This is an optimization exercise on Yosys and OpenROAD, whose aim is small area, a short achievable clock period and few clock cycles per item, not a production implementation. Only simulation tests tie the RTL to the original design; equivalence was not proved. Power and IR drop assume default switching activity.

===== flow/config.mk =====
export PLATFORM = sky130hd
export DESIGN_NAME = sys_matmul_stream
export DESIGN_NICKNAME = sys_matmul_stream
export VERILOG_FILES = /design/flow/design.v
export SDC_FILE = /design/flow/constraint.sdc
export NUM_CORES = 4
export LEC_CHECK = 0
export ABC_CLOCK_PERIOD_IN_PS = 2800
export CAP_MARGIN = 20
export CORE_MARGIN = 2
export CORE_UTILIZATION = 55
export CTS_CLUSTER_DIAMETER = 100
export CTS_CLUSTER_SIZE = 30
export SLEW_MARGIN = 20
export SETUP_SLACK_MARGIN = 5.3
export BUFFER_PORTS_ARGS = -buffer_cell sky130_fd_sc_hd__buf_2

===== flow/constraint.sdc =====
create_clock -name core_clock -period 8.0 [get_ports {CLK}]
set_input_delay 1.6000 -clock core_clock [delete_from_list [all_inputs] [get_ports {CLK}]]
set_output_delay 1.6000 -clock core_clock [all_outputs]
set_load 0.01 [all_outputs]

===== flow/design.v =====
module sys_matmul_stream #(
  parameter int N      = 3,
  parameter int DW     = 8,
  parameter int ACC_W  = 2*DW + $clog2(N),
  parameter int SIGNED = 0
) (
  input  logic             CLK,
  input  logic             rst_n,
  input  logic             vld_in,
  output logic             rdy_in,
  input  logic [DW-1:0]    a,
  input  logic [DW-1:0]    b,
  input  logic             keep,
  output logic             vld_out,
  input  logic             rdy_out,
  output logic [ACC_W-1:0] c,
  output logic             last_out,
  output logic             busy,
  output logic [1:0]       dbg_state
);
  function automatic logic [8:0] rot1(input logic [8:0] x);
    rot1 = {x[7:0], x[8]};
  endfunction
  function automatic logic [8:0] rot2(input logic [8:0] x);
    rot2 = {x[6:0], x[8:7]};
  endfunction
  function automatic logic [8:0] rotm2(input logic [8:0] x);
    rotm2 = {x[1:0], x[8:2]};
  endfunction
  logic [8:0] ph;           
  logic [8:0] lb;           
  logic       lpar;         
  logic       lkeep;        
  logic       have_prev;    
  logic       cact;         
  logic       ot;           
  logic       cfull;        
  logic [8:0] cp;           
  logic       cpar;
  logic       ckeep;
  logic [8:0] op;           
  logic [8:0] U;            
  logic       av, bv;       
  logic       akeep;
  logic       r_rdy, r_vld, r_last, r_busy, r_dbg0;
  logic [ACC_W-1:0] c_r;
  logic [DW-1:0] a_q, b_q;
  logic          v_q, wpar_q;
  logic [DW-1:0] R [9];
  logic [DW-1:0] E;
  logic [DW-1:0] W0b0 [2];      
  logic [DW-1:0] W0b1, W0b2;
  logic [DW-1:0] W1b0 [2];
  logic [DW-1:0] W1b1, W1b2;
  logic [DW-1:0] W2b0 [2];
  logic [DW-1:0] W2b1, W2b2;
  logic [ACC_W-1:0] L0s, L0c;
  logic [ACC_W-1:0] L [1:8];
  logic hs_in, hs_out;
  assign hs_in  = vld_in && r_rdy;
  assign hs_out = r_vld && rdy_out;
  logic [8:0] e_m;          
  logic       m_ready, m_fire;
  assign e_m = rot2(ph);
  assign m_ready = cfull || e_m[0] || ((e_m[1] || e_m[3] || e_m[4]) && lb[8]);
  assign m_fire  = cact && ot && m_ready && !U[6];
  logic [8:0] ph_n, lb_n, cp_n, op_n, U_n;
  logic       lpar_n, lkeep_n, have_prev_n, cact_n, cfull_n, cpar_n, ckeep_n;
  logic       idle, hold;
  logic       vld_n, rdy_n, busy_n;
  logic [ACC_W-1:0] L1_n;
  assign idle = lb[0] && !cact && !(|U) && !av && !bv;
  function automatic logic rdy_calc(input logic [8:0] ph_x, input logic [8:0] lb_x,
                                    input logic cact_x, input logic cfull_x,
                                    input logic [8:0] cp_x, input logic ot_x,
                                    input logic u3, input logic u4, input logic u5);
    logic [8:0] done_b;    
    done_b = 9'd0;
    if (lb_x[0])            done_b = 9'b111111110;
    if (lb_x[1])            done_b = 9'b111110000;
    if (lb_x[2])            done_b = 9'b110000000;
    if (lb_x[3] || lb_x[6]) done_b = 9'b110000000;
    if (lb_x[4] || lb_x[7]) done_b = 9'b100000000;
    rdy_calc = |(ph_x & lb_x) &&
               (!cact_x || !cfull_x || |(cp_x & done_b) || (ot_x && !u3 && !u4 && !u5));
  endfunction
  logic [8:0] cp_m;         
  logic       cact_m;
  logic [8:0] ph_h0;        
  logic       rdy_h1, rdy_h0, vld_o1, vld_o0, blk_o1, blk_o0, clr, busy_b;
  logic       cact_h1, cfull_h1;
  logic       ot_h;         
  logic [8:0] cp_h1;
  always_comb begin
    cp_m   = m_fire ? rot1(cp) : cp;
    ot_h   = m_fire || |(cp & rot1(rot2(ph)));
    cact_m = cact && !(m_fire && cp[8]);
    cact_h1  = cact_m || lb[6];
    cfull_h1 = lb[6] ? 1'b0 : (cfull || lb[8]);
    cp_h1    = lb[6] ? 9'd1 : cp_m;
    rdy_h1   = rdy_calc(rot1(ph), rot1(lb), cact_h1, cfull_h1, cp_h1, ot_h, U[3], U[4], U[5]);
    ph_h0    = (!have_prev && idle) ? 9'd1 : rot1(ph);
    rdy_h0   = rdy_calc(ph_h0, lb, cact_m, cfull, cp_m, ot_h, U[3], U[4], U[5]);
    blk_o1 = cact_m && !cfull && ((op[8] && !cp_m[0]) || (op[0] && cp_m[2]));
    blk_o0 = cact_m && !cfull && ((op[0] && !cp_m[0]) || (op[1] && cp_m[2]));
    vld_o1 = |(rot1(op) & rotm2(rot1(ph))) && U[0];
    vld_o0 = |(op & rotm2(rot1(ph))) && U[0];
    clr    = hs_in && (lb[6] || lb[8]);
    busy_b = !lb[0] || cact_m || (|U[8:2]) || U[0] || bv || m_fire || av;
  end
  always_comb begin
    hold        = !have_prev && idle && !hs_in;
    ph_n        = hold ? 9'd1 : rot1(ph);
    lb_n        = hs_in ? rot1(lb) : lb;
    lpar_n      = lpar ^ (hs_in && lb[8]);
    lkeep_n     = (hs_in && lb[0]) ? (keep && have_prev) : lkeep;
    have_prev_n = have_prev || (hs_in && lb[8]);
    cact_n      = cact_m;
    cp_n        = cp_m;
    cfull_n     = cfull;
    cpar_n      = cpar;
    ckeep_n     = ckeep;
    if (hs_in && lb[6]) begin
      cact_n  = 1'b1;
      cp_n    = 9'd1;
      cfull_n = 1'b0;
      cpar_n  = lpar;
      ckeep_n = lkeep;
    end
    if (hs_in && lb[8]) cfull_n = 1'b1;
    op_n   = hs_out ? rot1(op) : op;
    U_n    = {U[7:2], U[1] && !hs_out, U[0], bv || U[8]};
    vld_n  = hs_out ? (vld_o1 && (!blk_o1 || clr)) : (vld_o0 && (!blk_o0 || clr));
    rdy_n  = hs_in ? rdy_h1 : rdy_h0;
    busy_n = hs_in || busy_b || (U[1] && !hs_out);
  end
  always_ff @(posedge CLK) begin
    if (!rst_n) begin
      ph        <= 9'd1;
      lb        <= 9'd1;
      lpar      <= 1'b0;
      lkeep     <= 1'b0;
      have_prev <= 1'b0;
      cact      <= 1'b0;
      ot        <= 1'b0;
      cfull     <= 1'b0;
      cp        <= 9'd1;
      cpar      <= 1'b0;
      ckeep     <= 1'b0;
      op        <= 9'd1;
      U         <= '0;
      av        <= 1'b0;
      bv        <= 1'b0;
      v_q       <= 1'b0;
      r_rdy     <= 1'b1;
      r_vld     <= 1'b0;
      r_last    <= 1'b0;
      r_busy    <= 1'b0;
      r_dbg0    <= 1'b0;
      c_r       <= '0;
    end else begin
      ph        <= ph_n;
      lb        <= lb_n;
      lpar      <= lpar_n;
      lkeep     <= lkeep_n;
      have_prev <= have_prev_n;
      cact      <= cact_n;
      ot        <= (hs_in && lb[6]) || ot_h;
      cfull     <= cfull_n;
      cp        <= cp_n;
      cpar      <= cpar_n;
      ckeep     <= ckeep_n;
      op        <= op_n;
      U         <= U_n;
      av        <= m_fire;
      bv        <= av;
      v_q       <= hs_in;
      r_rdy     <= rdy_n;
      r_vld     <= vld_n;
      r_last    <= hs_out ? (vld_o1 && (!blk_o1 || clr) && op[7]) : (vld_o0 && (!blk_o0 || clr) && op[8]);
      r_busy    <= busy_n;
      r_dbg0    <= !rdy_n && !vld_n;
      c_r       <= vld_n ? L1_n : '0;
    end
  end
  logic wb0, wb1, wb2;      
  assign wb0 = v_q && (ph[1] || ph[2] || ph[3]);
  assign wb1 = v_q && (ph[4] || ph[5] || ph[6]);
  assign wb2 = v_q && (ph[7] || ph[8] || ph[0]);
  always_ff @(posedge CLK) begin
    a_q    <= a;
    b_q    <= b;
    wpar_q <= lpar;
    akeep  <= ckeep;
    R[0]   <= v_q ? a_q : R[8];
    for (int i = 1; i < 9; i++) R[i] <= R[i-1];
    E      <= R[8];
    W0b0[0] <= W1b0[0];
    W0b0[1] <= W1b0[1];
    W0b1   <= W1b1;
    W0b2   <= W1b2;
    W1b0[0] <= W2b0[0];
    W1b0[1] <= W2b0[1];
    W1b1   <= W2b1;
    W1b2   <= W2b2;
    W2b0[0] <= (wb0 && !wpar_q) ? b_q : W0b0[0];
    W2b0[1] <= (wb0 &&  wpar_q) ? b_q : W0b0[1];
    W2b1    <= wb1 ? b_q : W0b1;
    W2b2    <= wb2 ? b_q : W0b2;
  end
  logic [DW-1:0] x0, x1, x2, y0, y1, y2;
  logic rs0, rs1, rs2;      
  logic fwd_a, fwd_b;
  assign rs0   = m_fire && ph[7];
  assign rs1   = m_fire && ph[1];
  assign rs2   = m_fire && ph[4];
  assign fwd_a = v_q && ph[7];
  assign fwd_b = v_q && (ph[7] || ph[8] || ph[0]);
  always_comb begin
    if (ph[7])      begin x0 = R[5]; x1 = R[2]; x2 = fwd_a ? a_q : R[8]; end
    else if (ph[1]) begin x0 = R[7]; x1 = R[4]; x2 = R[1]; end
    else            begin x0 = E;    x1 = R[6]; x2 = R[3]; end
    y0 = W0b0[cpar];
    y1 = W0b1;
    y2 = fwd_b ? b_q : W0b2;
  end
  logic [DW-1:0] X0, X1, X2, Y0, Y1, Y2;
  always_ff @(posedge CLK) begin
    if (rs0 || rs1 || rs2) begin
      X0 <= x0; X1 <= x1; X2 <= x2;
    end
    Y0 <= y0; Y1 <= y1; Y2 <= y2;
  end
  logic [DW-1:0] pp0 [DW];
  logic [DW-1:0] pp1 [DW];
  logic [DW-1:0] pp2 [DW];
  logic [ACC_W-1:0] cpm;
  always_comb begin
    for (int i = 0; i < DW; i++) begin
      pp0[i] = X0[i] ? Y0 : '0;
      pp1[i] = X1[i] ? Y1 : '0;
      pp2[i] = X2[i] ? Y2 : '0;
    end
    cpm = akeep ? L[7] : '0;
  end
  logic [ACC_W-1:0] sum_r0, sum_r1;
  logic [1:0] ra0;
  logic [1:0] ra1;
  logic [0:0] ra2;
  logic [2:0] ra3;
  logic [3:0] ra4;
  logic [4:0] ra5;
  logic [5:0] ra6;
  logic [6:0] ra7;
  logic [7:0] ra8;
  logic [7:0] ra9;
  logic [6:0] ra10;
  logic [5:0] ra11;
  logic [4:0] ra12;
  logic [3:0] ra13;
  logic [2:0] ra14;
  logic [1:0] ra15;
  logic [1:0] ra16;
  logic [0:0] ra17;
  logic tas1;
  logic tac2;
  logic tas3;
  logic tac4;
  logic tas5;
  logic tac6;
  logic tas7;
  logic tac8;
  logic tas9;
  logic tac10;
  logic tas11;
  logic tac12;
  logic tas13;
  logic tac14;
  logic tas15;
  logic tac16;
  logic tas17;
  logic tac18;
  logic tas19;
  logic tac20;
  logic tas21;
  logic tac22;
  logic tas23;
  logic tac24;
  logic tas25;
  logic tac26;
  logic tas27;
  logic tac28;
  logic tas29;
  logic tac30;
  logic tas31;
  logic tac32;
  logic tas33;
  logic tac34;
  logic tas35;
  logic tac36;
  logic tas37;
  logic tac38;
  logic tas39;
  logic tac40;
  logic tas41;
  logic tac42;
  logic tas43;
  logic tac44;
  logic tas45;
  logic tac46;
  logic tas47;
  logic tac48;
  logic tas49;
  logic tac50;
  logic tas51;
  logic tac52;
  logic tas53;
  logic tac54;
  logic tas55;
  logic tac56;
  logic tas57;
  logic tac58;
  logic tas59;
  logic tac60;
  logic tas61;
  logic tac62;
  logic tas63;
  logic tac64;
  logic tas65;
  logic tac66;
  logic tas67;
  logic tac68;
  logic tas69;
  logic tac70;
  logic tas71;
  logic tac72;
  logic tas73;
  logic tac74;
  logic tas75;
  logic tac76;
  logic tas77;
  logic tac78;
  logic tas79;
  logic tac80;
  logic tas81;
  logic tac82;
  logic tas83;
  logic tac84;
  logic tas85;
  logic tac86;
  logic tas87;
  logic tac88;
  logic tas89;
  logic tac90;
  logic tas91;
  logic tac92;
  logic tas93;
  logic tac94;
  logic tas95;
  logic tac96;
  logic tas97;
  logic tac98;
  logic tas99;
  logic tac100;
  logic tas101;
  logic tac102;
  logic tas103;
  logic tac104;
  logic tas105;
  logic tac106;
  logic tas107;
  logic tac108;
  logic tas109;
  logic tac110;
  logic tas111;
  logic tac112;
  logic tas113;
  logic tac114;
  logic tas115;
  logic tac116;
  logic tas117;
  logic tac118;
  logic tas119;
  logic tac120;
  logic tas121;
  logic tac122;
  logic tas123;
  logic tac124;
  logic tas125;
  logic tac126;
  logic tas127;
  logic tac128;
  logic tas129;
  logic tac130;
  logic tas131;
  logic tac132;
  logic tas133;
  logic tac134;
  logic tas135;
  logic tac136;
  logic tas137;
  logic tac138;
  logic tas139;
  logic tac140;
  logic tas141;
  logic tac142;
  logic tas143;
  logic tac144;
  logic tas145;
  logic tac146;
  logic tas147;
  logic tac148;
  logic tas149;
  logic tac150;
  logic tas151;
  logic tac152;
  logic tas153;
  logic tac154;
  logic tas155;
  logic tac156;
  logic tas157;
  logic tac158;
  logic tas159;
  logic tac160;
  logic tas161;
  logic tac162;
  logic tas163;
  logic tac164;
  logic tas165;
  logic tac166;
  logic tas167;
  logic tac168;
  logic tas169;
  logic tac170;
  logic tas171;
  logic tac172;
  logic tas173;
  logic tac174;
  logic tas175;
  logic tac176;
  logic tas177;
  logic tac178;
  logic tas179;
  logic tac180;
  logic tas181;
  logic tac182;
  logic tas183;
  logic tac184;
  logic tas185;
  logic tac186;
  logic tas187;
  logic tac188;
  logic tas189;
  logic tac190;
  logic tas191;
  logic tac192;
  logic tas193;
  logic tac194;
  logic tas195;
  logic tac196;
  logic tas197;
  logic tac198;
  logic tas199;
  logic tac200;
  logic tas201;
  logic tac202;
  logic tas203;
  logic tac204;
  logic tas205;
  logic tac206;
  logic tas207;
  logic tac208;
  logic tas209;
  logic tac210;
  logic tas211;
  logic tac212;
  logic tas213;
  logic tac214;
  logic tas215;
  logic tac216;
  logic tas217;
  logic tac218;
  logic tas219;
  logic tac220;
  logic tas221;
  logic tac222;
  logic tas223;
  logic tac224;
  logic tas225;
  logic tac226;
  logic tas227;
  logic tac228;
  logic tas229;
  logic tac230;
  logic tas231;
  logic tac232;
  logic tas233;
  logic tac234;
  logic tas235;
  logic tac236;
  logic tas237;
  logic tac238;
  logic tas239;
  logic tac240;
  logic tas241;
  logic tac242;
  logic tas243;
  logic tac244;
  logic tas245;
  logic tac246;
  logic tas247;
  logic tac248;
  logic tas249;
  logic tac250;
  logic tas251;
  logic tac252;
  logic tas253;
  logic tac254;
  logic tas255;
  logic tac256;
  logic tas257;
  logic tac258;
  logic tas259;
  logic tac260;
  logic tas261;
  logic tac262;
  logic tas263;
  logic tac264;
  logic tas265;
  logic tac266;
  logic tas267;
  logic tac268;
  logic tbs269;
  logic tbc270;
  logic tbs271;
  logic tbc272;
  logic tbs273;
  logic tbc274;
  logic tbs275;
  logic tbc276;
  logic tbs277;
  logic tbc278;
  logic tbs279;
  logic tbc280;
  logic tbs281;
  logic tbc282;
  logic tbs283;
  logic tbc284;
  logic tbs285;
  logic tbc286;
  logic tbs287;
  logic tbc288;
  logic tbs289;
  logic tbc290;
  logic tbs291;
  logic tbc292;
  logic tbs293;
  logic tbc294;
  logic tbs295;
  logic tbc296;
  logic tbs297;
  logic tbc298;
  logic tbs299;
  logic tbc300;
  logic tbs301;
  logic tbc302;
  logic tbs303;
  logic tbc304;
  logic tbs305;
  logic tbc306;
  logic tbs307;
  logic tbc308;
  logic tbs309;
  logic tbc310;
  logic tbs311;
  logic tbc312;
  logic tbs313;
  logic tbc314;
  logic tbs315;
  logic tbc316;
  logic tbs317;
  logic tbc318;
  logic tbs319;
  logic tbc320;
  logic tbs321;
  logic tbc322;
  logic tbs323;
  logic tbc324;
  logic tbs325;
  logic tbc326;
  logic tbs327;
  logic tbc328;
  logic tbs329;
  logic tbc330;
  logic tbs331;
  logic tbc332;
  logic tbs333;
  logic tbc334;
  logic tbs335;
  logic tbc336;
  logic tbs337;
  logic tbc338;
  logic tbs339;
  logic tbc340;
  logic tbs341;
  logic tbc342;
  logic tbs343;
  logic tbc344;
  logic tbs345;
  logic tbc346;
  logic tbs347;
  logic tbc348;
  logic tbs349;
  logic tbc350;
  logic tbs351;
  logic tbc352;
  logic tbs353;
  logic tbc354;
  logic tbs355;
  logic tbc356;
  logic tbs357;
  logic tbc358;
  logic tbs359;
  logic tbc360;
  logic tbs361;
  logic tbc362;
  logic tbs363;
  logic tbc364;
  logic tbs365;
  logic tbc366;
  assign tas1 = pp0[0][0] ^ pp1[0][0] ^ pp2[0][0];
  assign tac2 = (pp0[0][0] & pp1[0][0]) | (pp0[0][0] & pp2[0][0]) | (pp1[0][0] & pp2[0][0]);
  assign tas3 = pp0[0][1] ^ pp0[1][0] ^ pp1[0][1];
  assign tac4 = (pp0[0][1] & pp0[1][0]) | (pp0[0][1] & pp1[0][1]) | (pp0[1][0] & pp1[0][1]);
  assign tas5 = pp1[1][0] ^ pp2[0][1] ^ pp2[1][0];
  assign tac6 = (pp1[1][0] & pp2[0][1]) | (pp1[1][0] & pp2[1][0]) | (pp2[0][1] & pp2[1][0]);
  assign tas7 = cpm[1] ^ tac2 ^ tas3;
  assign tac8 = (cpm[1] & tac2) | (cpm[1] & tas3) | (tac2 & tas3);
  assign tas9 = pp0[0][2] ^ pp0[1][1] ^ pp0[2][0];
  assign tac10 = (pp0[0][2] & pp0[1][1]) | (pp0[0][2] & pp0[2][0]) | (pp0[1][1] & pp0[2][0]);
  assign tas11 = pp1[0][2] ^ pp1[1][1] ^ pp1[2][0];
  assign tac12 = (pp1[0][2] & pp1[1][1]) | (pp1[0][2] & pp1[2][0]) | (pp1[1][1] & pp1[2][0]);
  assign tas13 = pp2[0][2] ^ pp2[1][1] ^ pp2[2][0];
  assign tac14 = (pp2[0][2] & pp2[1][1]) | (pp2[0][2] & pp2[2][0]) | (pp2[1][1] & pp2[2][0]);
  assign tas15 = cpm[2] ^ tac4 ^ tac6;
  assign tac16 = (cpm[2] & tac4) | (cpm[2] & tac6) | (tac4 & tac6);
  assign tas17 = tas9 ^ tas11 ^ tas13;
  assign tac18 = (tas9 & tas11) | (tas9 & tas13) | (tas11 & tas13);
  assign tas19 = tac8 ^ tas15 ^ tas17;
  assign tac20 = (tac8 & tas15) | (tac8 & tas17) | (tas15 & tas17);
  assign tas21 = pp0[0][3] ^ pp0[1][2] ^ pp0[2][1];
  assign tac22 = (pp0[0][3] & pp0[1][2]) | (pp0[0][3] & pp0[2][1]) | (pp0[1][2] & pp0[2][1]);
  assign tas23 = pp0[3][0] ^ pp1[0][3] ^ pp1[1][2];
  assign tac24 = (pp0[3][0] & pp1[0][3]) | (pp0[3][0] & pp1[1][2]) | (pp1[0][3] & pp1[1][2]);
  assign tas25 = pp1[2][1] ^ pp1[3][0] ^ pp2[0][3];
  assign tac26 = (pp1[2][1] & pp1[3][0]) | (pp1[2][1] & pp2[0][3]) | (pp1[3][0] & pp2[0][3]);
  assign tas27 = pp2[1][2] ^ pp2[2][1] ^ pp2[3][0];
  assign tac28 = (pp2[1][2] & pp2[2][1]) | (pp2[1][2] & pp2[3][0]) | (pp2[2][1] & pp2[3][0]);
  assign tas29 = cpm[3] ^ tac10 ^ tac12;
  assign tac30 = (cpm[3] & tac10) | (cpm[3] & tac12) | (tac10 & tac12);
  assign tas31 = tac14 ^ tas21 ^ tas23;
  assign tac32 = (tac14 & tas21) | (tac14 & tas23) | (tas21 & tas23);
  assign tas33 = tas25 ^ tas27 ^ tac16;
  assign tac34 = (tas25 & tas27) | (tas25 & tac16) | (tas27 & tac16);
  assign tas35 = tac18 ^ tas29 ^ tas31;
  assign tac36 = (tac18 & tas29) | (tac18 & tas31) | (tas29 & tas31);
  assign tas37 = pp0[0][4] ^ pp0[1][3] ^ pp0[2][2];
  assign tac38 = (pp0[0][4] & pp0[1][3]) | (pp0[0][4] & pp0[2][2]) | (pp0[1][3] & pp0[2][2]);
  assign tas39 = pp0[3][1] ^ pp0[4][0] ^ pp1[0][4];
  assign tac40 = (pp0[3][1] & pp0[4][0]) | (pp0[3][1] & pp1[0][4]) | (pp0[4][0] & pp1[0][4]);
  assign tas41 = pp1[1][3] ^ pp1[2][2] ^ pp1[3][1];
  assign tac42 = (pp1[1][3] & pp1[2][2]) | (pp1[1][3] & pp1[3][1]) | (pp1[2][2] & pp1[3][1]);
  assign tas43 = pp1[4][0] ^ pp2[0][4] ^ pp2[1][3];
  assign tac44 = (pp1[4][0] & pp2[0][4]) | (pp1[4][0] & pp2[1][3]) | (pp2[0][4] & pp2[1][3]);
  assign tas45 = pp2[2][2] ^ pp2[3][1] ^ pp2[4][0];
  assign tac46 = (pp2[2][2] & pp2[3][1]) | (pp2[2][2] & pp2[4][0]) | (pp2[3][1] & pp2[4][0]);
  assign tas47 = cpm[4] ^ tac22 ^ tac24;
  assign tac48 = (cpm[4] & tac22) | (cpm[4] & tac24) | (tac22 & tac24);
  assign tas49 = tac26 ^ tac28 ^ tas37;
  assign tac50 = (tac26 & tac28) | (tac26 & tas37) | (tac28 & tas37);
  assign tas51 = tas39 ^ tas41 ^ tas43;
  assign tac52 = (tas39 & tas41) | (tas39 & tas43) | (tas41 & tas43);
  assign tas53 = tas45 ^ tac30 ^ tac32;
  assign tac54 = (tas45 & tac30) | (tas45 & tac32) | (tac30 & tac32);
  assign tas55 = tas47 ^ tas49 ^ tas51;
  assign tac56 = (tas47 & tas49) | (tas47 & tas51) | (tas49 & tas51);
  assign tas57 = pp0[0][5] ^ pp0[1][4] ^ pp0[2][3];
  assign tac58 = (pp0[0][5] & pp0[1][4]) | (pp0[0][5] & pp0[2][3]) | (pp0[1][4] & pp0[2][3]);
  assign tas59 = pp0[3][2] ^ pp0[4][1] ^ pp0[5][0];
  assign tac60 = (pp0[3][2] & pp0[4][1]) | (pp0[3][2] & pp0[5][0]) | (pp0[4][1] & pp0[5][0]);
  assign tas61 = pp1[0][5] ^ pp1[1][4] ^ pp1[2][3];
  assign tac62 = (pp1[0][5] & pp1[1][4]) | (pp1[0][5] & pp1[2][3]) | (pp1[1][4] & pp1[2][3]);
  assign tas63 = pp1[3][2] ^ pp1[4][1] ^ pp1[5][0];
  assign tac64 = (pp1[3][2] & pp1[4][1]) | (pp1[3][2] & pp1[5][0]) | (pp1[4][1] & pp1[5][0]);
  assign tas65 = pp2[0][5] ^ pp2[1][4] ^ pp2[2][3];
  assign tac66 = (pp2[0][5] & pp2[1][4]) | (pp2[0][5] & pp2[2][3]) | (pp2[1][4] & pp2[2][3]);
  assign tas67 = pp2[3][2] ^ pp2[4][1] ^ pp2[5][0];
  assign tac68 = (pp2[3][2] & pp2[4][1]) | (pp2[3][2] & pp2[5][0]) | (pp2[4][1] & pp2[5][0]);
  assign tas69 = cpm[5] ^ tac38 ^ tac40;
  assign tac70 = (cpm[5] & tac38) | (cpm[5] & tac40) | (tac38 & tac40);
  assign tas71 = tac42 ^ tac44 ^ tac46;
  assign tac72 = (tac42 & tac44) | (tac42 & tac46) | (tac44 & tac46);
  assign tas73 = tas57 ^ tas59 ^ tas61;
  assign tac74 = (tas57 & tas59) | (tas57 & tas61) | (tas59 & tas61);
  assign tas75 = tas63 ^ tas65 ^ tas67;
  assign tac76 = (tas63 & tas65) | (tas63 & tas67) | (tas65 & tas67);
  assign tas77 = tac48 ^ tac50 ^ tac52;
  assign tac78 = (tac48 & tac50) | (tac48 & tac52) | (tac50 & tac52);
  assign tas79 = tas69 ^ tas71 ^ tas73;
  assign tac80 = (tas69 & tas71) | (tas69 & tas73) | (tas71 & tas73);
  assign tas81 = pp0[0][6] ^ pp0[1][5] ^ pp0[2][4];
  assign tac82 = (pp0[0][6] & pp0[1][5]) | (pp0[0][6] & pp0[2][4]) | (pp0[1][5] & pp0[2][4]);
  assign tas83 = pp0[3][3] ^ pp0[4][2] ^ pp0[5][1];
  assign tac84 = (pp0[3][3] & pp0[4][2]) | (pp0[3][3] & pp0[5][1]) | (pp0[4][2] & pp0[5][1]);
  assign tas85 = pp0[6][0] ^ pp1[0][6] ^ pp1[1][5];
  assign tac86 = (pp0[6][0] & pp1[0][6]) | (pp0[6][0] & pp1[1][5]) | (pp1[0][6] & pp1[1][5]);
  assign tas87 = pp1[2][4] ^ pp1[3][3] ^ pp1[4][2];
  assign tac88 = (pp1[2][4] & pp1[3][3]) | (pp1[2][4] & pp1[4][2]) | (pp1[3][3] & pp1[4][2]);
  assign tas89 = pp1[5][1] ^ pp1[6][0] ^ pp2[0][6];
  assign tac90 = (pp1[5][1] & pp1[6][0]) | (pp1[5][1] & pp2[0][6]) | (pp1[6][0] & pp2[0][6]);
  assign tas91 = pp2[1][5] ^ pp2[2][4] ^ pp2[3][3];
  assign tac92 = (pp2[1][5] & pp2[2][4]) | (pp2[1][5] & pp2[3][3]) | (pp2[2][4] & pp2[3][3]);
  assign tas93 = pp2[4][2] ^ pp2[5][1] ^ pp2[6][0];
  assign tac94 = (pp2[4][2] & pp2[5][1]) | (pp2[4][2] & pp2[6][0]) | (pp2[5][1] & pp2[6][0]);
  assign tas95 = cpm[6] ^ tac58 ^ tac60;
  assign tac96 = (cpm[6] & tac58) | (cpm[6] & tac60) | (tac58 & tac60);
  assign tas97 = tac62 ^ tac64 ^ tac66;
  assign tac98 = (tac62 & tac64) | (tac62 & tac66) | (tac64 & tac66);
  assign tas99 = tac68 ^ tas81 ^ tas83;
  assign tac100 = (tac68 & tas81) | (tac68 & tas83) | (tas81 & tas83);
  assign tas101 = tas85 ^ tas87 ^ tas89;
  assign tac102 = (tas85 & tas87) | (tas85 & tas89) | (tas87 & tas89);
  assign tas103 = tas91 ^ tas93 ^ tac70;
  assign tac104 = (tas91 & tas93) | (tas91 & tac70) | (tas93 & tac70);
  assign tas105 = tac72 ^ tac74 ^ tac76;
  assign tac106 = (tac72 & tac74) | (tac72 & tac76) | (tac74 & tac76);
  assign tas107 = tas95 ^ tas97 ^ tas99;
  assign tac108 = (tas95 & tas97) | (tas95 & tas99) | (tas97 & tas99);
  assign tas109 = pp0[0][7] ^ pp0[1][6] ^ pp0[2][5];
  assign tac110 = (pp0[0][7] & pp0[1][6]) | (pp0[0][7] & pp0[2][5]) | (pp0[1][6] & pp0[2][5]);
  assign tas111 = pp0[3][4] ^ pp0[4][3] ^ pp0[5][2];
  assign tac112 = (pp0[3][4] & pp0[4][3]) | (pp0[3][4] & pp0[5][2]) | (pp0[4][3] & pp0[5][2]);
  assign tas113 = pp0[6][1] ^ pp0[7][0] ^ pp1[0][7];
  assign tac114 = (pp0[6][1] & pp0[7][0]) | (pp0[6][1] & pp1[0][7]) | (pp0[7][0] & pp1[0][7]);
  assign tas115 = pp1[1][6] ^ pp1[2][5] ^ pp1[3][4];
  assign tac116 = (pp1[1][6] & pp1[2][5]) | (pp1[1][6] & pp1[3][4]) | (pp1[2][5] & pp1[3][4]);
  assign tas117 = pp1[4][3] ^ pp1[5][2] ^ pp1[6][1];
  assign tac118 = (pp1[4][3] & pp1[5][2]) | (pp1[4][3] & pp1[6][1]) | (pp1[5][2] & pp1[6][1]);
  assign tas119 = pp1[7][0] ^ pp2[0][7] ^ pp2[1][6];
  assign tac120 = (pp1[7][0] & pp2[0][7]) | (pp1[7][0] & pp2[1][6]) | (pp2[0][7] & pp2[1][6]);
  assign tas121 = pp2[2][5] ^ pp2[3][4] ^ pp2[4][3];
  assign tac122 = (pp2[2][5] & pp2[3][4]) | (pp2[2][5] & pp2[4][3]) | (pp2[3][4] & pp2[4][3]);
  assign tas123 = pp2[5][2] ^ pp2[6][1] ^ pp2[7][0];
  assign tac124 = (pp2[5][2] & pp2[6][1]) | (pp2[5][2] & pp2[7][0]) | (pp2[6][1] & pp2[7][0]);
  assign tas125 = cpm[7] ^ tac82 ^ tac84;
  assign tac126 = (cpm[7] & tac82) | (cpm[7] & tac84) | (tac82 & tac84);
  assign tas127 = tac86 ^ tac88 ^ tac90;
  assign tac128 = (tac86 & tac88) | (tac86 & tac90) | (tac88 & tac90);
  assign tas129 = tac92 ^ tac94 ^ tas109;
  assign tac130 = (tac92 & tac94) | (tac92 & tas109) | (tac94 & tas109);
  assign tas131 = tas111 ^ tas113 ^ tas115;
  assign tac132 = (tas111 & tas113) | (tas111 & tas115) | (tas113 & tas115);
  assign tas133 = tas117 ^ tas119 ^ tas121;
  assign tac134 = (tas117 & tas119) | (tas117 & tas121) | (tas119 & tas121);
  assign tas135 = tas123 ^ tac96 ^ tac98;
  assign tac136 = (tas123 & tac96) | (tas123 & tac98) | (tac96 & tac98);
  assign tas137 = tac100 ^ tac102 ^ tas125;
  assign tac138 = (tac100 & tac102) | (tac100 & tas125) | (tac102 & tas125);
  assign tas139 = tas127 ^ tas129 ^ tas131;
  assign tac140 = (tas127 & tas129) | (tas127 & tas131) | (tas129 & tas131);
  assign tas141 = pp0[1][7] ^ pp0[2][6] ^ pp0[3][5];
  assign tac142 = (pp0[1][7] & pp0[2][6]) | (pp0[1][7] & pp0[3][5]) | (pp0[2][6] & pp0[3][5]);
  assign tas143 = pp0[4][4] ^ pp0[5][3] ^ pp0[6][2];
  assign tac144 = (pp0[4][4] & pp0[5][3]) | (pp0[4][4] & pp0[6][2]) | (pp0[5][3] & pp0[6][2]);
  assign tas145 = pp0[7][1] ^ pp1[1][7] ^ pp1[2][6];
  assign tac146 = (pp0[7][1] & pp1[1][7]) | (pp0[7][1] & pp1[2][6]) | (pp1[1][7] & pp1[2][6]);
  assign tas147 = pp1[3][5] ^ pp1[4][4] ^ pp1[5][3];
  assign tac148 = (pp1[3][5] & pp1[4][4]) | (pp1[3][5] & pp1[5][3]) | (pp1[4][4] & pp1[5][3]);
  assign tas149 = pp1[6][2] ^ pp1[7][1] ^ pp2[1][7];
  assign tac150 = (pp1[6][2] & pp1[7][1]) | (pp1[6][2] & pp2[1][7]) | (pp1[7][1] & pp2[1][7]);
  assign tas151 = pp2[2][6] ^ pp2[3][5] ^ pp2[4][4];
  assign tac152 = (pp2[2][6] & pp2[3][5]) | (pp2[2][6] & pp2[4][4]) | (pp2[3][5] & pp2[4][4]);
  assign tas153 = pp2[5][3] ^ pp2[6][2] ^ pp2[7][1];
  assign tac154 = (pp2[5][3] & pp2[6][2]) | (pp2[5][3] & pp2[7][1]) | (pp2[6][2] & pp2[7][1]);
  assign tas155 = cpm[8] ^ tac110 ^ tac112;
  assign tac156 = (cpm[8] & tac110) | (cpm[8] & tac112) | (tac110 & tac112);
  assign tas157 = tac114 ^ tac116 ^ tac118;
  assign tac158 = (tac114 & tac116) | (tac114 & tac118) | (tac116 & tac118);
  assign tas159 = tac120 ^ tac122 ^ tac124;
  assign tac160 = (tac120 & tac122) | (tac120 & tac124) | (tac122 & tac124);
  assign tas161 = tas141 ^ tas143 ^ tas145;
  assign tac162 = (tas141 & tas143) | (tas141 & tas145) | (tas143 & tas145);
  assign tas163 = tas147 ^ tas149 ^ tas151;
  assign tac164 = (tas147 & tas149) | (tas147 & tas151) | (tas149 & tas151);
  assign tas165 = tas153 ^ tac126 ^ tac128;
  assign tac166 = (tas153 & tac126) | (tas153 & tac128) | (tac126 & tac128);
  assign tas167 = tac130 ^ tac132 ^ tac134;
  assign tac168 = (tac130 & tac132) | (tac130 & tac134) | (tac132 & tac134);
  assign tas169 = tas155 ^ tas157 ^ tas159;
  assign tac170 = (tas155 & tas157) | (tas155 & tas159) | (tas157 & tas159);
  assign tas171 = pp0[2][7] ^ pp0[3][6] ^ pp0[4][5];
  assign tac172 = (pp0[2][7] & pp0[3][6]) | (pp0[2][7] & pp0[4][5]) | (pp0[3][6] & pp0[4][5]);
  assign tas173 = pp0[5][4] ^ pp0[6][3] ^ pp0[7][2];
  assign tac174 = (pp0[5][4] & pp0[6][3]) | (pp0[5][4] & pp0[7][2]) | (pp0[6][3] & pp0[7][2]);
  assign tas175 = pp1[2][7] ^ pp1[3][6] ^ pp1[4][5];
  assign tac176 = (pp1[2][7] & pp1[3][6]) | (pp1[2][7] & pp1[4][5]) | (pp1[3][6] & pp1[4][5]);
  assign tas177 = pp1[5][4] ^ pp1[6][3] ^ pp1[7][2];
  assign tac178 = (pp1[5][4] & pp1[6][3]) | (pp1[5][4] & pp1[7][2]) | (pp1[6][3] & pp1[7][2]);
  assign tas179 = pp2[2][7] ^ pp2[3][6] ^ pp2[4][5];
  assign tac180 = (pp2[2][7] & pp2[3][6]) | (pp2[2][7] & pp2[4][5]) | (pp2[3][6] & pp2[4][5]);
  assign tas181 = pp2[5][4] ^ pp2[6][3] ^ pp2[7][2];
  assign tac182 = (pp2[5][4] & pp2[6][3]) | (pp2[5][4] & pp2[7][2]) | (pp2[6][3] & pp2[7][2]);
  assign tas183 = cpm[9] ^ tac142 ^ tac144;
  assign tac184 = (cpm[9] & tac142) | (cpm[9] & tac144) | (tac142 & tac144);
  assign tas185 = tac146 ^ tac148 ^ tac150;
  assign tac186 = (tac146 & tac148) | (tac146 & tac150) | (tac148 & tac150);
  assign tas187 = tac152 ^ tac154 ^ tas171;
  assign tac188 = (tac152 & tac154) | (tac152 & tas171) | (tac154 & tas171);
  assign tas189 = tas173 ^ tas175 ^ tas177;
  assign tac190 = (tas173 & tas175) | (tas173 & tas177) | (tas175 & tas177);
  assign tas191 = tas179 ^ tas181 ^ tac156;
  assign tac192 = (tas179 & tas181) | (tas179 & tac156) | (tas181 & tac156);
  assign tas193 = tac158 ^ tac160 ^ tac162;
  assign tac194 = (tac158 & tac160) | (tac158 & tac162) | (tac160 & tac162);
  assign tas195 = tac164 ^ tas183 ^ tas185;
  assign tac196 = (tac164 & tas183) | (tac164 & tas185) | (tas183 & tas185);
  assign tas197 = pp0[3][7] ^ pp0[4][6] ^ pp0[5][5];
  assign tac198 = (pp0[3][7] & pp0[4][6]) | (pp0[3][7] & pp0[5][5]) | (pp0[4][6] & pp0[5][5]);
  assign tas199 = pp0[6][4] ^ pp0[7][3] ^ pp1[3][7];
  assign tac200 = (pp0[6][4] & pp0[7][3]) | (pp0[6][4] & pp1[3][7]) | (pp0[7][3] & pp1[3][7]);
  assign tas201 = pp1[4][6] ^ pp1[5][5] ^ pp1[6][4];
  assign tac202 = (pp1[4][6] & pp1[5][5]) | (pp1[4][6] & pp1[6][4]) | (pp1[5][5] & pp1[6][4]);
  assign tas203 = pp1[7][3] ^ pp2[3][7] ^ pp2[4][6];
  assign tac204 = (pp1[7][3] & pp2[3][7]) | (pp1[7][3] & pp2[4][6]) | (pp2[3][7] & pp2[4][6]);
  assign tas205 = pp2[5][5] ^ pp2[6][4] ^ pp2[7][3];
  assign tac206 = (pp2[5][5] & pp2[6][4]) | (pp2[5][5] & pp2[7][3]) | (pp2[6][4] & pp2[7][3]);
  assign tas207 = cpm[10] ^ tac172 ^ tac174;
  assign tac208 = (cpm[10] & tac172) | (cpm[10] & tac174) | (tac172 & tac174);
  assign tas209 = tac176 ^ tac178 ^ tac180;
  assign tac210 = (tac176 & tac178) | (tac176 & tac180) | (tac178 & tac180);
  assign tas211 = tac182 ^ tas197 ^ tas199;
  assign tac212 = (tac182 & tas197) | (tac182 & tas199) | (tas197 & tas199);
  assign tas213 = tas201 ^ tas203 ^ tas205;
  assign tac214 = (tas201 & tas203) | (tas201 & tas205) | (tas203 & tas205);
  assign tas215 = tac184 ^ tac186 ^ tac188;
  assign tac216 = (tac184 & tac186) | (tac184 & tac188) | (tac186 & tac188);
  assign tas217 = tac190 ^ tas207 ^ tas209;
  assign tac218 = (tac190 & tas207) | (tac190 & tas209) | (tas207 & tas209);
  assign tas219 = pp0[4][7] ^ pp0[5][6] ^ pp0[6][5];
  assign tac220 = (pp0[4][7] & pp0[5][6]) | (pp0[4][7] & pp0[6][5]) | (pp0[5][6] & pp0[6][5]);
  assign tas221 = pp0[7][4] ^ pp1[4][7] ^ pp1[5][6];
  assign tac222 = (pp0[7][4] & pp1[4][7]) | (pp0[7][4] & pp1[5][6]) | (pp1[4][7] & pp1[5][6]);
  assign tas223 = pp1[6][5] ^ pp1[7][4] ^ pp2[4][7];
  assign tac224 = (pp1[6][5] & pp1[7][4]) | (pp1[6][5] & pp2[4][7]) | (pp1[7][4] & pp2[4][7]);
  assign tas225 = pp2[5][6] ^ pp2[6][5] ^ pp2[7][4];
  assign tac226 = (pp2[5][6] & pp2[6][5]) | (pp2[5][6] & pp2[7][4]) | (pp2[6][5] & pp2[7][4]);
  assign tas227 = cpm[11] ^ tac198 ^ tac200;
  assign tac228 = (cpm[11] & tac198) | (cpm[11] & tac200) | (tac198 & tac200);
  assign tas229 = tac202 ^ tac204 ^ tac206;
  assign tac230 = (tac202 & tac204) | (tac202 & tac206) | (tac204 & tac206);
  assign tas231 = tas219 ^ tas221 ^ tas223;
  assign tac232 = (tas219 & tas221) | (tas219 & tas223) | (tas221 & tas223);
  assign tas233 = tas225 ^ tac208 ^ tac210;
  assign tac234 = (tas225 & tac208) | (tas225 & tac210) | (tac208 & tac210);
  assign tas235 = tac212 ^ tac214 ^ tas227;
  assign tac236 = (tac212 & tac214) | (tac212 & tas227) | (tac214 & tas227);
  assign tas237 = pp0[5][7] ^ pp0[6][6] ^ pp0[7][5];
  assign tac238 = (pp0[5][7] & pp0[6][6]) | (pp0[5][7] & pp0[7][5]) | (pp0[6][6] & pp0[7][5]);
  assign tas239 = pp1[5][7] ^ pp1[6][6] ^ pp1[7][5];
  assign tac240 = (pp1[5][7] & pp1[6][6]) | (pp1[5][7] & pp1[7][5]) | (pp1[6][6] & pp1[7][5]);
  assign tas241 = pp2[5][7] ^ pp2[6][6] ^ pp2[7][5];
  assign tac242 = (pp2[5][7] & pp2[6][6]) | (pp2[5][7] & pp2[7][5]) | (pp2[6][6] & pp2[7][5]);
  assign tas243 = cpm[12] ^ tac220 ^ tac222;
  assign tac244 = (cpm[12] & tac220) | (cpm[12] & tac222) | (tac220 & tac222);
  assign tas245 = tac224 ^ tac226 ^ tas237;
  assign tac246 = (tac224 & tac226) | (tac224 & tas237) | (tac226 & tas237);
  assign tas247 = tas239 ^ tas241 ^ tac228;
  assign tac248 = (tas239 & tas241) | (tas239 & tac228) | (tas241 & tac228);
  assign tas249 = tac230 ^ tac232 ^ tas243;
  assign tac250 = (tac230 & tac232) | (tac230 & tas243) | (tac232 & tas243);
  assign tas251 = pp0[6][7] ^ pp0[7][6] ^ pp1[6][7];
  assign tac252 = (pp0[6][7] & pp0[7][6]) | (pp0[6][7] & pp1[6][7]) | (pp0[7][6] & pp1[6][7]);
  assign tas253 = pp1[7][6] ^ pp2[6][7] ^ pp2[7][6];
  assign tac254 = (pp1[7][6] & pp2[6][7]) | (pp1[7][6] & pp2[7][6]) | (pp2[6][7] & pp2[7][6]);
  assign tas255 = cpm[13] ^ tac238 ^ tac240;
  assign tac256 = (cpm[13] & tac238) | (cpm[13] & tac240) | (tac238 & tac240);
  assign tas257 = tac242 ^ tas251 ^ tas253;
  assign tac258 = (tac242 & tas251) | (tac242 & tas253) | (tas251 & tas253);
  assign tas259 = tac244 ^ tac246 ^ tas255;
  assign tac260 = (tac244 & tac246) | (tac244 & tas255) | (tac246 & tas255);
  assign tas261 = pp0[7][7] ^ pp1[7][7] ^ pp2[7][7];
  assign tac262 = (pp0[7][7] & pp1[7][7]) | (pp0[7][7] & pp2[7][7]) | (pp1[7][7] & pp2[7][7]);
  assign tas263 = cpm[14] ^ tac252 ^ tac254;
  assign tac264 = (cpm[14] & tac252) | (cpm[14] & tac254) | (tac252 & tac254);
  assign tas265 = tas261 ^ tac256 ^ tac258;
  assign tac266 = (tas261 & tac256) | (tas261 & tac258) | (tac256 & tac258);
  assign tas267 = cpm[15] ^ tac262 ^ tac264;
  assign tac268 = (cpm[15] & tac262) | (cpm[15] & tac264) | (tac262 & tac264);
  always_ff @(posedge CLK) begin
    ra0 <= {tas1, cpm[0]};
    ra1 <= {tas7, tas5};
    ra2 <= {tas19};
    ra3 <= {tas35, tas33, tac20};
    ra4 <= {tas55, tas53, tac36, tac34};
    ra5 <= {tas79, tas77, tac56, tac54, tas75};
    ra6 <= {tas107, tas105, tas103, tac80, tac78, tas101};
    ra7 <= {tas139, tas137, tas135, tac108, tac106, tac104, tas133};
    ra8 <= {tas169, tas167, tas165, tac140, tac138, tac136, tas163, tas161};
    ra9 <= {tas195, tas193, tas191, tac170, tac168, tac166, tas189, tas187};
    ra10 <= {tas217, tas215, tac196, tac194, tac192, tas213, tas211};
    ra11 <= {tas235, tas233, tac218, tac216, tas231, tas229};
    ra12 <= {tas249, tas247, tac236, tac234, tas245};
    ra13 <= {tas259, tac250, tac248, tas257};
    ra14 <= {tas265, tac260, tas263};
    ra15 <= {tas267, tac266};
    ra16 <= {tac268, cpm[16]};
    ra17 <= {cpm[17]};
  end
  assign tbs269 = ra7[0] ^ ra7[1];
  assign tbc270 = ra7[0] & ra7[1];
  assign tbs271 = ra8[0] ^ ra8[1] ^ ra8[2];
  assign tbc272 = (ra8[0] & ra8[1]) | (ra8[0] & ra8[2]) | (ra8[1] & ra8[2]);
  assign tbs273 = ra8[3] ^ ra8[4];
  assign tbc274 = ra8[3] & ra8[4];
  assign tbs275 = ra9[0] ^ ra9[1] ^ ra9[2];
  assign tbc276 = (ra9[0] & ra9[1]) | (ra9[0] & ra9[2]) | (ra9[1] & ra9[2]);
  assign tbs277 = ra9[3] ^ ra9[4] ^ ra9[5];
  assign tbc278 = (ra9[3] & ra9[4]) | (ra9[3] & ra9[5]) | (ra9[4] & ra9[5]);
  assign tbs279 = ra10[0] ^ ra10[1] ^ ra10[2];
  assign tbc280 = (ra10[0] & ra10[1]) | (ra10[0] & ra10[2]) | (ra10[1] & ra10[2]);
  assign tbs281 = ra10[3] ^ ra10[4];
  assign tbc282 = ra10[3] & ra10[4];
  assign tbs283 = ra11[0] ^ ra11[1] ^ ra11[2];
  assign tbc284 = (ra11[0] & ra11[1]) | (ra11[0] & ra11[2]) | (ra11[1] & ra11[2]);
  assign tbs285 = ra5[0] ^ ra5[1];
  assign tbc286 = ra5[0] & ra5[1];
  assign tbs287 = ra6[0] ^ ra6[1] ^ ra6[2];
  assign tbc288 = (ra6[0] & ra6[1]) | (ra6[0] & ra6[2]) | (ra6[1] & ra6[2]);
  assign tbs289 = ra6[3] ^ ra6[4];
  assign tbc290 = ra6[3] & ra6[4];
  assign tbs291 = ra7[2] ^ ra7[3] ^ ra7[4];
  assign tbc292 = (ra7[2] & ra7[3]) | (ra7[2] & ra7[4]) | (ra7[3] & ra7[4]);
  assign tbs293 = ra7[5] ^ ra7[6] ^ tbs269;
  assign tbc294 = (ra7[5] & ra7[6]) | (ra7[5] & tbs269) | (ra7[6] & tbs269);
  assign tbs295 = ra8[5] ^ ra8[6] ^ ra8[7];
  assign tbc296 = (ra8[5] & ra8[6]) | (ra8[5] & ra8[7]) | (ra8[6] & ra8[7]);
  assign tbs297 = tbs271 ^ tbs273 ^ tbc270;
  assign tbc298 = (tbs271 & tbs273) | (tbs271 & tbc270) | (tbs273 & tbc270);
  assign tbs299 = ra9[6] ^ ra9[7] ^ tbs275;
  assign tbc300 = (ra9[6] & ra9[7]) | (ra9[6] & tbs275) | (ra9[7] & tbs275);
  assign tbs301 = tbs277 ^ tbc272 ^ tbc274;
  assign tbc302 = (tbs277 & tbc272) | (tbs277 & tbc274) | (tbc272 & tbc274);
  assign tbs303 = ra10[5] ^ ra10[6] ^ tbs279;
  assign tbc304 = (ra10[5] & ra10[6]) | (ra10[5] & tbs279) | (ra10[6] & tbs279);
  assign tbs305 = tbs281 ^ tbc276 ^ tbc278;
  assign tbc306 = (tbs281 & tbc276) | (tbs281 & tbc278) | (tbc276 & tbc278);
  assign tbs307 = ra11[3] ^ ra11[4] ^ ra11[5];
  assign tbc308 = (ra11[3] & ra11[4]) | (ra11[3] & ra11[5]) | (ra11[4] & ra11[5]);
  assign tbs309 = tbs283 ^ tbc280 ^ tbc282;
  assign tbc310 = (tbs283 & tbc280) | (tbs283 & tbc282) | (tbc280 & tbc282);
  assign tbs311 = ra12[0] ^ ra12[1] ^ ra12[2];
  assign tbc312 = (ra12[0] & ra12[1]) | (ra12[0] & ra12[2]) | (ra12[1] & ra12[2]);
  assign tbs313 = ra12[3] ^ ra12[4] ^ tbc284;
  assign tbc314 = (ra12[3] & ra12[4]) | (ra12[3] & tbc284) | (ra12[4] & tbc284);
  assign tbs315 = ra13[0] ^ ra13[1] ^ ra13[2];
  assign tbc316 = (ra13[0] & ra13[1]) | (ra13[0] & ra13[2]) | (ra13[1] & ra13[2]);
  assign tbs317 = ra4[0] ^ ra4[1];
  assign tbc318 = ra4[0] & ra4[1];
  assign tbs319 = ra5[2] ^ ra5[3] ^ ra5[4];
  assign tbc320 = (ra5[2] & ra5[3]) | (ra5[2] & ra5[4]) | (ra5[3] & ra5[4]);
  assign tbs321 = ra6[5] ^ tbs287 ^ tbs289;
  assign tbc322 = (ra6[5] & tbs287) | (ra6[5] & tbs289) | (tbs287 & tbs289);
  assign tbs323 = tbs291 ^ tbs293 ^ tbc288;
  assign tbc324 = (tbs291 & tbs293) | (tbs291 & tbc288) | (tbs293 & tbc288);
  assign tbs325 = tbs295 ^ tbs297 ^ tbc292;
  assign tbc326 = (tbs295 & tbs297) | (tbs295 & tbc292) | (tbs297 & tbc292);
  assign tbs327 = tbs299 ^ tbs301 ^ tbc296;
  assign tbc328 = (tbs299 & tbs301) | (tbs299 & tbc296) | (tbs301 & tbc296);
  assign tbs329 = tbs303 ^ tbs305 ^ tbc300;
  assign tbc330 = (tbs303 & tbs305) | (tbs303 & tbc300) | (tbs305 & tbc300);
  assign tbs331 = tbs307 ^ tbs309 ^ tbc304;
  assign tbc332 = (tbs307 & tbs309) | (tbs307 & tbc304) | (tbs309 & tbc304);
  assign tbs333 = tbs311 ^ tbs313 ^ tbc308;
  assign tbc334 = (tbs311 & tbs313) | (tbs311 & tbc308) | (tbs313 & tbc308);
  assign tbs335 = ra13[3] ^ tbs315 ^ tbc312;
  assign tbc336 = (ra13[3] & tbs315) | (ra13[3] & tbc312) | (tbs315 & tbc312);
  assign tbs337 = ra14[0] ^ ra14[1] ^ ra14[2];
  assign tbc338 = (ra14[0] & ra14[1]) | (ra14[0] & ra14[2]) | (ra14[1] & ra14[2]);
  assign tbs339 = ra3[0] ^ ra3[1];
  assign tbc340 = ra3[0] & ra3[1];
  assign tbs341 = ra4[2] ^ ra4[3] ^ tbs317;
  assign tbc342 = (ra4[2] & ra4[3]) | (ra4[2] & tbs317) | (ra4[3] & tbs317);
  assign tbs343 = tbs285 ^ tbs319 ^ tbc318;
  assign tbc344 = (tbs285 & tbs319) | (tbs285 & tbc318) | (tbs319 & tbc318);
  assign tbs345 = tbc286 ^ tbs321 ^ tbc320;
  assign tbc346 = (tbc286 & tbs321) | (tbc286 & tbc320) | (tbs321 & tbc320);
  assign tbs347 = tbc290 ^ tbs323 ^ tbc322;
  assign tbc348 = (tbc290 & tbs323) | (tbc290 & tbc322) | (tbs323 & tbc322);
  assign tbs349 = tbc294 ^ tbs325 ^ tbc324;
  assign tbc350 = (tbc294 & tbs325) | (tbc294 & tbc324) | (tbs325 & tbc324);
  assign tbs351 = tbc298 ^ tbs327 ^ tbc326;
  assign tbc352 = (tbc298 & tbs327) | (tbc298 & tbc326) | (tbs327 & tbc326);
  assign tbs353 = tbc302 ^ tbs329 ^ tbc328;
  assign tbc354 = (tbc302 & tbs329) | (tbc302 & tbc328) | (tbs329 & tbc328);
  assign tbs355 = tbc306 ^ tbs331 ^ tbc330;
  assign tbc356 = (tbc306 & tbs331) | (tbc306 & tbc330) | (tbs331 & tbc330);
  assign tbs357 = tbc310 ^ tbs333 ^ tbc332;
  assign tbc358 = (tbc310 & tbs333) | (tbc310 & tbc332) | (tbs333 & tbc332);
  assign tbs359 = tbc314 ^ tbs335 ^ tbc334;
  assign tbc360 = (tbc314 & tbs335) | (tbc314 & tbc334) | (tbs335 & tbc334);
  assign tbs361 = tbc316 ^ tbs337 ^ tbc336;
  assign tbc362 = (tbc316 & tbs337) | (tbc316 & tbc336) | (tbs337 & tbc336);
  assign tbs363 = ra15[0] ^ ra15[1] ^ tbc338;
  assign tbc364 = (ra15[0] & ra15[1]) | (ra15[0] & tbc338) | (ra15[1] & tbc338);
  assign tbs365 = ra16[0] ^ ra16[1];
  assign tbc366 = ra16[0] & ra16[1];
  assign sum_r0 = {ra17[0], tbs365, tbs363, tbs361, tbs359, tbs357, tbs355, tbs353, tbs351, tbs349, tbs347, tbs345, tbs343, tbs341, ra3[2], ra2[0], ra1[0], ra0[0]};
  assign sum_r1 = {tbc366, tbc364, tbc362, tbc360, tbc358, tbc356, tbc354, tbc352, tbc350, tbc348, tbc346, tbc344, tbc342, tbc340, tbs339, 1'b0, ra1[1], ra0[1]};
  assign L1_n = L0s + L0c;
  always_ff @(posedge CLK) begin
    L0s  <= bv ? sum_r0 : L[8];
    L0c  <= bv ? sum_r1 : '0;
    L[1] <= L1_n;
    for (int i = 2; i <= 8; i++) L[i] <= L[i-1];
  end
  assign rdy_in    = r_rdy;
  assign vld_out   = r_vld;
  assign last_out  = r_last;
  assign busy      = r_busy;
  assign dbg_state = {r_vld, r_dbg0};
  assign c         = c_r;
endmodule

===== flow/flow/run.sh =====
#!/bin/bash
set -euo pipefail
cat >> config.mk <<'CFG'
export SETUP_SLACK_MARGIN = 5.3
export BUFFER_PORTS_ARGS = -buffer_cell sky130_fd_sc_hd__buf_2
CFG
bash standard.sh > standard_run.log 2>&1

===== flow/standard.sh =====
#!/bin/bash
# synth_recipe.tcl (not shown) runs the flow's synth.tcl, then flattens the netlist and writes it again
# the make line also repeats each setting of config.mk as NAME=value (left out here)
make -C /OpenROAD-flow-scripts/flow DESIGN_CONFIG=/design/flow/config.mk WORK_HOME=/design/flow/orfs CLKGATE_MAP_FILE= SYNTH_SCRIPT=/design/flow/synth_recipe.tcl "${@:-finish}"

==> notes.md, run 1 <==
Worst setup EP type register; Peak Freq 0.3581 GHz; Starting DRT DRC Count 643; outcome finished clean; vias between 10k and 15k; pre-CTS setup slack about 4.7 ns; Max VDD drop around 210 uV; routed len/inst between 15 and 20 um; GR Util All Layers 0.2031; Crit-path slowest cell fa_1; Layout Area Growth over Synthesis 7.228%; period utilization 0.3490; Cells after Synth about 1.7k; largest net degree at the start of global routing between 50 and 60; Post-Synthesis Cell Area about 0.021 mm2; reg2reg start ra11[0]; Leak Pwr ~9.5 nW; Worst path depth 9; clock-pin slew on the worst setup and hold paths 0.11 ns; startpoint of the worst hold path W2b0[0][6]; syn_area_per_cell 12.43 um2; PD cells 259.5 mW/mm2; Die Height 197.2 um; CTS Buffer Depth 3; largest family of logic cells by synthesized area adder cells; antenna cells 0; Post-Synth Adder-Cell Area 0.1862; Seq/Total Area, Yosys 0.5655; # IOs 45; clock sink count around 570; core area 0.03670 mm2; Post-CTS Hold Fix Bufs 0; Die Width about 200 um; number of global-route vias before repair 11.45k; DRC 0; initial core utilization 0.5595; number of flops mapped to enable cells by yosys 24; clk latency of the worst-skew pair between 0.5 and 0.6 ns; Bufs and invs on worst path 4; Final Instance Area 0.02201 mm2; Post-Synth XOR/XNOR Area 0.005546; CP Data Arrival Time ~3.3 ns; max-slew violation count 0; Hold Path Stages 0; antenna viol nets, final 0; global-route wire length before repair 61800 um; Vias/cell about 5.0; Async S/R FF share, synth 0; Synth Area in Simple Gates 0.1087; Worst-Margin Slew about 0.98 ns; Worst setup startpoint ra11[0]; GP Congestion between 0.8 and 0.9; Netlist cell types 58; port buffer count 44; 1st-pass router iterations 5; CTS tree built; final hold vios 0; layout cells sized above 1 0.1097; crit path time final roughly 2.8 ns; Synth Area in Compound Gates 0.04808; Setup CP Type reg -> reg; element type at the critical path start register; clk root buf clkbuf_16; Worst Clk Skew roughly 0.019 ns; initial antenna violation count 0; crit path max fanout 1; Synth Net Count between 1.5k and 2k; setup ws final 5.208 ns; unrepaired setup endpoints after global routing true; critical path's top delay family adder cells; multiplexer share of the synthesized area 0.04802; DPL Wire Length 28450 um; Critical Path, Cell by Cell inv_2 -> fa_1 -> inv_1 -> fa_1 -> inv_1 -> fa_2 -> inv_1 -> fa_1 -> mux2_4; Nets 1912; CP max stage delay 0.52 ns; Req. time, crit path around 8.5 ns; slew margin rel. 0.3479; yosys warns 9; ys flop type dfxtp_1; Worst Reg2Reg Path Length in Cells 9; Worst Hold Class reg -> reg; filler cell count between 3k and 4k; FP Rows 70; setup TNS 0 ns; Final setup viols 0; total gr overflow 0; total die area around 0.04 mm2; post-synthesis register bit count ~570; # H-tree levels 1; CTS buffer count 23; final WL 37840 um; max_cap viols 0; Post-DP Area roughly 0.021 mm2
==> timing repair <==
action	in CTS	in global routing
pin swaps	2	3
gates resized for setup	19	21
endpoints found under the setup margin	28	39
setup buffers	1	2
endpoints found under the hold margin	0	0
==> sequential cells by signal, summed over array words and instances, names as in the netlist, 16 cells and up <==
register / cells
W1b0: 16
W2b0: 16
c_r: 18
L0s: 18
W0b0: 16
L: 144
L0c: 17
R: 72
==> cell type report <==
class	count	area [um2]	share of cell area
Sequential cell	568	11630	0.5283
Timing Repair Buffer	52	299.0	0.01358
Tap cell	468	585.6	0.02660
Multi-Input combinational cell	883	8257	0.3750
Inverter	163	616.8	0.02802
Clock buffer	27	590.6	0.02683
Clock inverter	3	36.28	0.001648
==> power breakdown <==
group          switching, mW  internal [mW]  leakage [nW]
Sequential             0.165           3.13          4.68
Clock                  0.814          0.539         0.308
Combinational          0.589          0.481          4.49
Total                   1.57           4.15          9.48
==> through the flow <==
step | hold WS (ns) | total power, mW | utilization | cells
after floorplan | 0.3096 | 4.077 | - | 1652
after global placement | 0.3097 | 4.376 | 0.5792 | 2131
after detailed placement | 0.3121 | 4.423 | 0.5794 | 2131
after CTS | 0.3329 | 5.777 | 0.5976 | 2162
after global routing | 0.3309 | 6.115 | 0.5999 | 2164
final | 0.3289 | 5.713 | 0.5999 | 2164
==> placed cells by master, fill, tap and decap left out, types with 5 or more instances in the layout <==
master | netlist | layout
fa_1 | 176 | 172
xnor2_1 | 6 | 6
nor3_1 | 14 | 14
dfxtp_1 | 544 | 531
and2_1 | 210 | 209
mux2i_1 | 25 | 25
clkbuf_16 | 0 | 23
inv_2 | 1 | 7
buf_4 | 2 | 8
buf_2 | 1 | 41
a22oi_1 | 12 | 12
nor2_1 | 26 | 25
dfxtp_2 | 0 | 12
mux2_2 | 64 | 61
ha_1 | 24 | 24
edfxtp_1 | 24 | 24
nor2b_1 | 6 | 6
a21oi_1 | 49 | 46
xor2_1 | 7 | 7
inv_1 | 162 | 155
o21ai_0 | 36 | 34
nand3_1 | 15 | 15
a22o_1 | 5 | 5
nand2_1 | 140 | 140
==> routing by layer <==
| layer | track usage | vias to the layer above | part of all wire |
|---|---|---|---|
| li1 | - | 5294 | - |
| met1 | 0.3025 | 5335 | 0.51 |
| met2 | 0.3230 | 180 | 0.45 |
| met3 | 0.02510 | 44 | 0.032 |
| met4 | 0.03954 | 0 | 0.015 |
| met5 | 0 | - | 0 |
==> synthesized netlist by cell type, drive strengths merged (15+ instances only) <==
master / instances / area (um2)
a21oi: 49 / 245.2
and2: 210 / 1314
clkbuf: 32 / 120.1
dfxtp: 544 / 10890
edfxtp: 24 / 720.7
fa: 176 / 3523
ha: 24 / 300.3
inv: 163 / 611.8
mux2: 65 / 735.7
mux2i: 25 / 250.2
nand2: 140 / 525.5
nand3: 15 / 75.07
nor2: 26 / 97.59
o21ai: 37 / 188.9
==> cells by family (layout without fill, tap and decap cells) <==
logic type	count (synthesis)	in the layout
xor+xnor	13	13
simple gates	427	427
compound gates	153	153
flops	568	568
buf+inv	201	245
mux	90	90
fa+ha+maj	200	200
==> final timing paths <==
kind,end,slack (ns)
max,L0s[11],5.21
min,W1b0[0][6],0.33
max reg2reg,L0s[11],5.21
min reg2reg,W1b0[0][6],0.33
Testbench counts, summed over its fixed seeds: cycles 14,488, items 1,600.
==> inputs of run 2 (changes only) <==
--- a/flow/design.v
+++ b/flow/design.v
@@ -43,3 +43,3 @@
   logic       av, bv;       
-  logic       akeep;
+  logic       cpass;        
   logic       r_rdy, r_vld, r_last, r_busy, r_dbg0;
@@ -193,3 +193,3 @@
     wpar_q <= lpar;
-    akeep  <= ckeep;
+    cpass  <= ckeep || !m_fire;
     R[0]   <= v_q ? a_q : R[8];
@@ -231,3 +231,5 @@
     end
-    Y0 <= y0; Y1 <= y1; Y2 <= y2;
+    Y0 <= m_fire ? y0 : '0;
+    Y1 <= m_fire ? y1 : '0;
+    Y2 <= m_fire ? y2 : '0;
   end
@@ -243,3 +245,3 @@
     end
-    cpm = akeep ? L[7] : '0;
+    cpm = cpass ? L[7] : '0;
   end
@@ -1020,4 +1022,4 @@
   always_ff @(posedge CLK) begin
-    L0s  <= bv ? sum_r0 : L[8];
-    L0c  <= bv ? sum_r1 : '0;
+    L0s  <= sum_r0;
+    L0c  <= sum_r1;
     L[1] <= L1_n;
==> flow/flow/run.sh (replaced) <==
#!/bin/bash
set -euo pipefail
cat >> config.mk <<'CFG'
export SETUP_SLACK_MARGIN = 5.45
export BUFFER_PORTS_ARGS = -buffer_cell sky130_fd_sc_hd__buf_2
CFG
bash standard.sh > standard_run.log 2>&1
--- a/flow/config.mk
+++ b/flow/config.mk
@@ -14,3 +14,3 @@
 export SLEW_MARGIN = 20
-export SETUP_SLACK_MARGIN = 5.3
+export SETUP_SLACK_MARGIN = 5.45
 export BUFFER_PORTS_ARGS = -buffer_cell sky130_fd_sc_hd__buf_2
==> notes.md, run 2 <==
outcome finished clean; Clk network pwr share 0.297 (+0.060); Nets 1903 (-0.47%); element type at the critical path start register; CP Data Arrival Time 1.05 ns (-2.20 ns); commonest non-fill, non-tap cells in the layout dfxtp_1 (512), and2_1 (190), fa_1 (176); max reg flops 126 (-13%); number of global-route vias before repair 11.18k (-2.4%); GP Congestion 0.8693 (+0.78%); Vias/cell 5.031 (+0.31%); Starting DRT DRC Count 642 (-0.16%); clock sink count 558 (-1.8%); DPL Wire Length 28680 um (+0.81%); Crit-path slowest cell dfxtp_4; slew margin rel. 0.3998 (+0.05194); port buffer count 44 (unchanged); Bufs and invs on worst path 1 (-3); clock-pin slew on the worst setup and hold paths 0.11 ns (about the same); Final setup viols 0 (unchanged); DRC 0 (unchanged); vias 10.84k (-0.11%); Die Height 195.7 um (-0.75%); Logic pwr share 0.028 (-0.159); Req. time, crit path 6.40 ns (-2.06 ns); number of flops mapped to enable cells by yosys 24 (unchanged); layout cells sized above 1 0.1227 (+0.01303); Worst Hold Class reg -> reg; ys flop type dfxtp_1; Biggest register L; Max VDD drop 182.2 uV (-13%); global-route wire length before repair 62410 um (+0.99%); Netlist cell types 57 (-1.7%); Die Width 195.7 um (-0.75%); crit path max fanout 4 (+3); total gr overflow 0 (unchanged); final WL 38830 um (+2.6%); Synth top area share 0.5288 (-0.001662); 1st-pass router iterations 6 (+1); Post-Synthesis Cell Area 0.02022 mm2 (-1.5%); clk root buf clkbuf_16; area leader, netlist dfxtp_1; Cell Int Power 3.537 mW (-15%); unrepaired setup endpoints after global routing true; FP Rows 70 (unchanged); CTS Buffer Depth 3 (unchanged); routed len/inst 18.02 um (+3.0%); # IOs 45 (unchanged); syn_area_per_cell 12.49 um2 (+0.48%); commonest non-fill, non-tap cell in the layout dfxtp_1; Async S/R FF share, synth 0 (unchanged); total die area 0.03831 mm2 (-1.5%); yosys warns 9 (unchanged); core area 0.03643 mm2 (-0.72%); fin cells 2155 (-0.42%); most frequent cell after synthesis dfxtp_1; Synth Net Count 1840 (-1.8%); top post-synthesis cells by count dfxtp_1 (534), and2_1 (199), fa_1 (176); max-slew violation count 0 (unchanged); setup TNS 0 ns (unchanged); post-synthesis register bit count 558 (-1.8%); biggest regs L (126), R (72); antenna viol nets, final 0 (unchanged); # H-tree levels 1 (unchanged); Worst setup EP type output port; Leak Pwr 9.645 nW (+1.8%); Placed Cells incl. Taps 2100 (-1.5%); Worst Clk Skew 0.01648 ns (-0.002776 ns); Sw Share 0.2045 (-0.06981); Synth area leaders dfxtp_1 (53%), fa_1 (17%), and2_1 (6.2%); P_sw 0.9093 mW (-42%); Layout Area Growth over Synthesis 9.364%
## run 2: cells by family after synthesis
logic type	share of synthesized area
compound gates	0.04747
xor+xnor	0.006932
fa+ha+maj	0.1891
buf+inv	0.03843
flops	0.5644
mux	0.03887
simple gates	0.1147
## run 2: path summary, 6_finish.rpt
check | start | end | slack, ns | cells past startpoint
setup / recovery | r_vld | dbg_state[1] | 5.35 | 1
hold / removal | W1b0[0][0] | W0b0[0][0] | 0.33 | 0
setup reg to reg | X2[0] | ra7[5] | 5.49 | 6
hold reg to reg | W1b0[0][0] | W0b0[0][0] | 0.33 | 0
## run 2: power by group through the flow
stage               registers, mW  logic, mW  clock network (mW)
floorplan                    3.04     0.0927                   0
global placement             3.06      0.122                   0
detailed placement           3.07      0.122                   0
CTS                          3.00      0.126                1.37
global route                 3.02      0.141                1.47
finish                       3.00      0.125                1.32
## run 2: final cells by class
| cell class | count | area [um2] | share of cell area |
|---|---|---|---|
| Sequential cell | 558 | 11440 | 0.5176 |
| Timing Repair Buffer | 78 | 624.3 | 0.02824 |
| Clock buffer | 28 | 594.3 | 0.02688 |
| Inverter | 161 | 604.3 | 0.02733 |
| Multi-Input combinational cell | 861 | 8242 | 0.3728 |
| Tap cell | 468 | 585.6 | 0.02648 |
| Clock inverter | 1 | 16.27 | 0.0007357 |
## run 2: timing repair
action | CTS | global route
resized for setup | 49 | 37
hold buffers | 0 | 0
cloned | 0 | 1
endpoints found under the setup margin | 61 | 60
pin swaps | 1 | 24
buffers inserted | 10 | 15
## run 2: per-layer routing
metal / part of all wire / GRT usage / vias to the layer above / wire length (um)
met5: 0 / 0 / - / 0
met4: 0.019 / 0.04293 / 0 / 721
met3: 0.046 / 0.02837 / 50 / 1776
met2: 0.46 / 0.3345 / 231 / 17780
met1: 0.48 / 0.3061 / 5343 / 18540
li1: - / - / 5217 / -
## run 2: per-stage QoR
stage                     instance area, um2  total power [mW]  setup WS [ns]    util
final                                  22110             4.446          5.346  0.6068
after global routing                   22110             4.632          5.299  0.6068
after CTS                              21840             4.503          5.314  0.5995
after detailed placement               20970             3.188          4.464  0.5754
after global placement                 20970             3.182          4.532  0.5754
after floorplan                        20270             3.134          5.316       -
Testbench counts of run 2, summed over its fixed seeds: cycles 14,488, items 1,600.

afterwards: timing with drivers on the ports:
How much do the figures lean on ideal ports? The routed layouts below were timed once more, with nothing changed but the port constraints.
Step 1 assumes that a clkbuf_16 drives the clock port and a buf_2 every other input.
Step 2 times the ports against the registers' clock, not the clock port: input delays grow and output delays shrink by t, the midpoint of the rising clock arrivals with the driver on.
a / b / c = no drivers / after step 1 / after step 2; a / b = the first two.
| run | shift t [ns] | setup slack, ns |
|---|---|---|
| run 1 | 0.601 | 5.208 / 5.208 / 4.816 |
| run 2 | 0.613 | 5.346 / 5.291 / 4.887 |
After both steps every run listed still meets setup and hold.
